Background: an optimization exercise with open tools, aiming at small area, a short achievable clock period and few clock cycles per item. Do not read the settings as production practice.
Power and IR drop assume default switching activity.

run A:
==> flow/design.v <==
`default_nettype none
module eigen2x2_fx #(
  parameter int WIDTH = 32,
  parameter int FRAC  = 16
) (
  input  logic             clk,
  input  logic             rst,
  input  logic             start,
  input  logic [WIDTH-1:0] a1,
  input  logic [WIDTH-1:0] a2,
  input  logic [WIDTH-1:0] a3,
  input  logic [WIDTH-1:0] a4,
  output logic             busy,
  output logic             done,
  output logic [WIDTH-1:0] v1,
  output logic [WIDTH-1:0] v2,
  output logic             complex,
  output logic             ovf
);
  localparam int CW = 36;    
  logic busy_q, done_q;
  logic p_diff, p_mul1, p_mul, p_abs, p_sqrt, p_f1, p_f2;
  logic [5:0] cnt_q;
  logic [2:0] jt_q;             
  logic s1_acc, s1_s2;          
  logic b2_one, b2_two, b2_neg;
  logic b3_one, b3_two, b3_neg;
  logic corr_q;                 
  logic [1:0] lo3_q;            
  logic n2_q;                   
  logic pend3_q;                
  logic signed [33:0] acc_q;    
  logic               py_q;     
  logic signed [34:0] x_q;      
  logic signed [35:0] z_q;      
  logic signed [33:0] w_q;      
  logic signed [32:0] s_q;      
  logic               neg_q;
  logic               o1_q;          
  localparam int NK = 5;
  logic [NK-1:0] fit;
  for (genvar i = 0; i < NK; i++) begin : g_fit
    localparam int K = 7 + 2*i;
    wire [34-(2*K-1):0] xs = x_q[34:2*K-1];
    wire [33-(2*K-3):0] ws = w_q[33:2*K-3];
    assign fit[i] = ((&xs) | ~(|xs)) & ((&ws) | ~(|ws));
  end
  logic [2:0] jt_d;
  always_comb begin
    jt_d = 3'(NK);
    for (int i = NK-1; i >= 0; i--)
      if (fit[i]) jt_d = 3'(i);
  end
  function automatic logic [5:0] jof(input logic [2:0] t);
    jof = 6'(7 + 2*int'(t));
  endfunction
  logic [1:0]    pair_n;        
  logic          n2;            
  logic [CW-1:0] in1, in2, in3, csa_s, csa_c, cpa;
  logic [CW-1:0] xe, ze, m2, m3;
  assign pair_n = acc_q[31:30] ^ {2{neg_q}};
  assign n2     = n2_q;
  assign xe = CW'(x_q);
  assign ze = CW'(z_q);
  always_comb begin
    in1 = ({CW{s1_acc}} & CW'(acc_q)) | ({CW{s1_s2}} & CW'($signed({s_q, 1'b0})));
    m2  = ({CW{b2_one}} & xe) | ({CW{b2_two}} & {xe[CW-2:0], 1'b0});
    in2 = m2 ^ {CW{n2}};
    if (p_sqrt) in2[1:0] = 2'b11;
    m3  = ({CW{b3_one}} & {ze[CW-3:0], 2'b00}) | ({CW{b3_two}} & {ze[CW-4:0], 3'b000});
    in3 = m3 ^ {{(CW-2){b3_neg}}, 2'b00};
    in3[1:0] = lo3_q;
    csa_s = in1 ^ in2 ^ in3;
    csa_c = {((in1[CW-2:0] & in2[CW-2:0]) | (in1[CW-2:0] & in3[CW-2:0]) |
              (in2[CW-2:0] & in3[CW-2:0])), pend3_q};
  end
  logic [CW-1:0] pg_g [0:6];
  logic [CW-1:0] pg_p [0:6];
  logic [CW-1:0] hs;
  always_comb begin
    hs = csa_s ^ csa_c;
    pg_g[0] = csa_s & csa_c;
    pg_p[0] = hs;
    for (int l = 0; l < 6; l++) begin
      for (int i = 0; i < CW; i++) begin
        if (i >= (1 << l)) begin
          pg_g[l+1][i] = pg_g[l][i] | (pg_p[l][i] & pg_g[l][i - (1 << l)]);
          pg_p[l+1][i] = pg_p[l][i] & pg_p[l][i - (1 << l)];
        end else begin
          pg_g[l+1][i] = pg_g[l][i];
          pg_p[l+1][i] = pg_p[l][i];
        end
      end
    end
    cpa[0] = hs[0];
    for (int i = 1; i < CW; i++) cpa[i] = hs[i] ^ pg_g[6][i-1];
  end
  logic [33:0] h;
  assign h     = cpa[CW-1:2];
  logic c_d;
  assign c_d = z_q[35] ? (&z_q) : (z_q == 36'(x_q));
  logic [2:0] rem0;
  assign rem0 = {1'b0, pair_n} - 3'd1;
  logic acc_start, mul_end, sq_end;
  logic n_diff, n_mul1, n_mul, n_abs, n_sqrt, n_f1, n_f2;
  assign acc_start = ~busy_q & start;
  assign mul_end   = (cnt_q == jof(jt_q));
  assign sq_end    = (cnt_q == 6'(2*jof(jt_q) + 6'd16));
  assign n_diff    = acc_start;
  assign n_mul1    = p_diff;
  assign n_mul     = p_mul1 | (p_mul & ~mul_end);
  assign n_abs     = p_mul & mul_end;
  assign n_sqrt    = p_abs | (p_sqrt & ~sq_end);
  assign n_f1      = p_sqrt & sq_end;
  assign n_f2      = p_f1;
  always_ff @(posedge clk or posedge rst) begin
    if (rst) begin
      busy_q <= 1'b0; done_q <= 1'b0;
      p_diff <= 1'b0; p_mul1 <= 1'b0; p_mul <= 1'b0; p_abs <= 1'b0;
      p_sqrt <= 1'b0; p_f1 <= 1'b0; p_f2 <= 1'b0;
    end else begin
      busy_q <= acc_start | (busy_q & ~p_f2);
      done_q <= p_f2;
      p_diff <= n_diff; p_mul1 <= n_mul1; p_mul <= n_mul; p_abs <= n_abs;
      p_sqrt <= n_sqrt; p_f1 <= n_f1; p_f2 <= n_f2;
    end
  end
  logic xo, xv;
  assign xo = x_q[{cnt_q[4:0], 1'b1}];
  assign xv = x_q[{cnt_q[4:0], 1'b0}];
  always_ff @(posedge clk) begin
    s1_acc <= n_diff | n_mul1 | n_mul;
    s1_s2  <= n_abs | n_f1 | (n_f2 & ~neg_q);
    b2_one <= 1'b0; b2_two <= 1'b0; b2_neg <= 1'b0;
    b3_one <= 1'b0; b3_two <= 1'b0; b3_neg <= 1'b0;
    corr_q <= 1'b0;
    if (n_diff) begin
      b2_one <= 1'b1; b2_neg <= 1'b1;
    end
    if (n_mul1) begin    
      b2_one <= cpa[0];
      b2_two <= cpa[1] & ~cpa[0];
      b2_neg <= cpa[1];
      b3_one <= w_q[0];
      b3_two <= w_q[1] & ~w_q[0];
      b3_neg <= w_q[1];
    end
    if (n_mul) begin
      b2_one <= xv ^ py_q;
      b2_two <= (xo & ~xv & ~py_q) | (~xo & xv & py_q);
      b2_neg <= xo & ~(xv & py_q);
      b3_one <= w_q[2] ^ w_q[1];
      b3_two <= (w_q[3] & ~w_q[2] & ~w_q[1]) | (~w_q[3] & w_q[2] & w_q[1]);
      b3_neg <= w_q[3] & ~(w_q[2] & w_q[1]);
    end
    if (n_abs) b2_one <= 1'b1;
    if (n_sqrt) begin
      b2_two <= 1'b1; b2_neg <= 1'b1; b3_one <= 1'b1;
    end
    if (n_f1) b2_one <= ~neg_q;
    if (n_f2) begin
      b2_one <= 1'b1; b2_neg <= ~neg_q; corr_q <= neg_q & c_d;
    end
    pend3_q <= b3_neg;
    n2_q <= 1'b0;
    if (n_diff) n2_q <= 1'b1;
    if (n_mul1) n2_q <= cpa[1];
    if (n_mul)  n2_q <= xo & ~(xv & py_q);
    if (n_sqrt) n2_q <= p_abs ? (|pair_n) : ~cpa[CW-1];
    if (n_f2)   n2_q <= ~neg_q;
    lo3_q <= 2'b00;
    if (n_diff) lo3_q <= 2'b01;
    if (n_mul1) lo3_q <= {1'b0, cpa[1]};
    if (n_mul)  lo3_q <= {1'b0, xo & ~(xv & py_q)};
    if (n_sqrt) lo3_q <= acc_q[29:28] ^ {2{neg_q}};
    if (n_f2)   lo3_q <= {neg_q & c_d, ~neg_q};
  end
  always_ff @(posedge clk) begin
    if (!busy_q)               acc_q <= 34'($signed(a1));
    else if (p_diff)           acc_q <= '0;
    else if (p_mul1 | p_mul)   acc_q <= cpa[35:2];
    else                       acc_q <= {acc_q[31:0], w_q[33:32]};
    py_q <= p_diff ? cpa[1] : xo;
    if (!busy_q)               x_q <= 35'($signed(a4));
    else if (p_diff)           x_q <= cpa[34:0];
    else if (p_abs)            x_q <= {33'd0, |pair_n, 1'b0};
    else if (p_sqrt)           x_q <= {x_q[33:1], ~cpa[CW-1], 1'b0};
    if (!busy_q)               z_q <= 36'($signed(a2));
    else if (p_abs)            z_q <= 36'($signed(rem0));
    else if (p_sqrt)           z_q <= cpa;
    else if (p_f2)             z_q <= cpa;
    if (!busy_q)               w_q <= 34'($signed(a3));
    else if (p_mul1 | p_mul)   w_q <= {cpa[1:0], w_q[33:2]};
    else if (p_abs | p_sqrt)   w_q <= {w_q[31:0], 2'b00};
    else if (p_f1)             w_q <= h;
    if (!busy_q)               s_q <= 33'($signed(a4));
    else if (p_abs)            s_q <= cpa[32:0];
    if (p_mul & mul_end)       neg_q <= cpa[CW-1];
    o1_q <= ~((&w_q[33:31]) | ~(|w_q[33:31]));
    if (p_mul1) jt_q <= jt_d;
    cnt_q <= p_diff ? 6'd1 : cnt_q + 6'd1;
  end
  assign busy    = busy_q;
  assign done    = done_q;
  logic o2;
  assign o2      = ~((&z_q[35:33]) | ~(|z_q[35:33]));
  assign v1      = o1_q ? 32'h7fff_ffff : w_q[31:0];
  assign v2      = o2 ? {~neg_q, {31{neg_q}}} : z_q[33:2];
  assign complex = neg_q;
  assign ovf     = o1_q | o2;
endmodule
`default_nettype wire
clock: 10.0 ns
lec_check: 0
cap_margin: 20
core_margin: 2
core_utilization: 40
slew_margin: 20
standard.sh (not shown) runs the stock make flow with config.mk's settings and CLKGATE_MAP_FILE= SYNTH_SCRIPT=/design/flow/synth_recipe.tcl, a recipe that flattens the netlist after the stock synthesis.
==> flow/flow/run.sh <==
#!/bin/bash
set -euo pipefail
MARGIN=6
bash standard.sh SETUP_SLACK_MARGIN=$MARGIN finish > standard_flow.log 2>&1
Run A reached the end of the flow, and the finished layout is clean on the timing, DRC and antenna checks.
The following lists how run B was set up differently from run A:
Settings: putting SETUP_SLACK_MARGIN at 5 where nothing was set.
==> flow/run.sh (new file) <==
#!/bin/bash
# synth_recipe.tcl (not shown) runs the flow's synth.tcl, then flattens the netlist and writes it again
# the make line also repeats each setting of config.mk as NAME=value (left out here)
make -C /OpenROAD-flow-scripts/flow DESIGN_CONFIG=/design/flow/config.mk WORK_HOME=/design/flow/orfs CLKGATE_MAP_FILE= SYNTH_SCRIPT=/design/flow/synth_recipe.tcl finish
removed: flow/flow/run.sh
removed: flow/standard.sh
==> run notes <==
From run A to run B the numbers moved as follows: count of buffers not belonging to the clock network in the layout -about 40%, final cell count without fillers -5.7%. Route | run B vs run A | wire shorter in run B. A end of the critical path of v2[22] is what run A shows, while w_q[12]$_DFFE_PP_ belongs to run B. Across both runs, clock period minus worst slack was higher for run B than for run A. The power of run B exceeds that of run A by about 5.4%. Run B vs run A on final hold slack: run B is the higher one. Run B ends up with a switching portion of total power that is 0.86 points lower than in run A. Worst setup slack (run B over run A): decrease, 640 ps. Run B packs its core more loosely than run A.
Setup changes, run B to run C
Settings: a change of CORE_UTILIZATION from 40 to 65.
==> flow/flow/run.sh (new file) <==
#!/bin/bash
set -euo pipefail
bash standard.sh "BUFFER_PORTS_ARGS=-buffer_cell sky130_fd_sc_hd__buf_1" finish > standard_flow.log 2>&1
==> flow/standard.sh (new file) <==
#!/bin/bash
# synth_recipe.tcl (not shown) runs the flow's synth.tcl, then flattens the netlist and writes it again
# the make line also repeats each setting of config.mk as NAME=value (left out here)
make -C /OpenROAD-flow-scripts/flow DESIGN_CONFIG=/design/flow/config.mk WORK_HOME=/design/flow/orfs CLKGATE_MAP_FILE= SYNTH_SCRIPT=/design/flow/synth_recipe.tcl "${@:-finish}"
removed: flow/run.sh
Findings:
- Run C ran to completion and came out clean on the timing, DRC and antenna checks.
- Run C ends up with lower part of the total power dissipated in combinational logic than run B does.
- Looking only at multi-input gate share of total cell area, and setting everything else aside, the higher value of run C and run B goes to run C.
- The worst setup path endpoint comes out v2[11] in one run and w_q[12]$_DFFE_PP_ in the other, namely in run C and run B respectively.
- Diff run C and run B: total power after layout lower in run C
- Against run B, run C reports a register-to-register slack that is higher.
- [compare] base=run B new=run C: depth of the worst register-to-register path lost 1, sequential share of power picked up an extra 5.3 points, proportion of power drawn by the clock network lost 3.7 points.
Setup changes, run C to run D
Settings: SETUP_SLACK_MARGIN: 5 -> unset.
==> flow/flow/run.sh <==
#!/bin/bash
set -euo pipefail
bash standard.sh "BUFFER_PORTS_ARGS=-buffer_cell sky130_fd_sc_hd__buf_1" SETUP_SLACK_MARGIN=5.5 finish > standard_flow.log 2>&1
Findings:
In run D, the net count reported at finish came out 17 above the value in run C. As far as final routed wire length divided by cell count is concerned, run D and run C perform about the same. Relative to run C, worst hold margin has increased by 3.8 ps in run D. Looking at clock network power share across run D and run C, the one that comes out lower is run C. met3 wire length ended up about 5.5% higher on run D than on run C. Of run D and run C, run C shows the lower post-CTS setup-driven buffer insertion count, with run D above it. Comparing run C against run D, there is no change at all in instance count of the mapped netlist. Number of cells traversed by the worst hold path came out exactly the same in run D and run C. Comparing run D and run C, the higher area growth from synthesis to layout is on run D. Diff run D and run C: overall fraction of global-route tracks in use lower in run C. Between run D and run C, the slew at the pin with the worst max-slew slack is higher for run C.
diff inputs: run D => run E
Settings: an added SETUP_SLACK_MARGIN of 5; a change of CORE_UTILIZATION from 65 to 40.
==> flow/flow/run.sh <==
#!/bin/bash
set -euo pipefail
bash standard.sh "BUFFER_PORTS_ARGS=-buffer_cell sky130_fd_sc_hd__buf_1" finish > standard_flow.log 2>&1
### Flow results
When run E is set beside run D, its routed length on met3 turns out to be 24% smaller. Across both runs, critical path depth was higher for run E than for run D. Layout-stage area growth over the synthesis result is lower on run D. Comparing the two runs side by side, run E comes out ahead of run D on maximum vdd drop. Against run D, run E reports a maximum fanout count along the critical path that is higher. Going from run D to run E, final critical-path setup slack fell by 360 ps; total number of vias fell by 3.7%; share of the clock period used by the worst path rose by 3.6 points. Non-clock buffer count (run D / run E): 1.07. For run D, the cell type of the slowest stage on the worst timing path was sky130_fd_sc_hd__a311oi_2, unlike run E, where it was sky130_fd_sc_hd__xnor2_1.
No functional check of the RTL was part of any run of this note.

afterwards: timing with drivers on the ports:
No port has a modelled driver above. Below, the same layouts with a new extraction and two added sets of constraints.
Step 1: set_driving_cell puts a clkbuf_16 on clk and a buf_2 on each other input, an assumption about the parent block.
Step 2 adds t to the input delays and takes it off the output delays; t is the mean of the earliest and latest rising clock arrival at the registers after step 1. Input paths then give back, and output paths get back, about the clock's delay inside the block.
Three values: no drivers, after step 1, after step 2; two values: the first two.
run | shift t [ns] | slack for setup (ns) | hold WS [ns] | worst setup path at the end | clock arrival spread, ns
run A | 0.599 | 5.794 / 5.736 / 5.796 | 0.404 / 0.404 / 0.404 | register to register | 0.021 / 0.021
run B | 0.609 | 5.156 / 5.118 / 5.156 | 0.408 / 0.408 / 0.408 | register to register | 0.023 / 0.023
run C | 0.578 | 5.201 / 5.151 / 5.221 | 0.421 / 0.421 / 0.421 | register to register | 0.020 / 0.020
run D | 0.583 | 5.557 / 5.557 / 5.557 | 0.424 / 0.424 / 0.424 | register to register | 0.017 / 0.017
run E | 0.593 | 5.194 / 5.194 / 5.194 | 0.419 / 0.419 / 0.419 | register to register | 0.013 / 0.013
After both steps setup and hold are still met in every run listed.
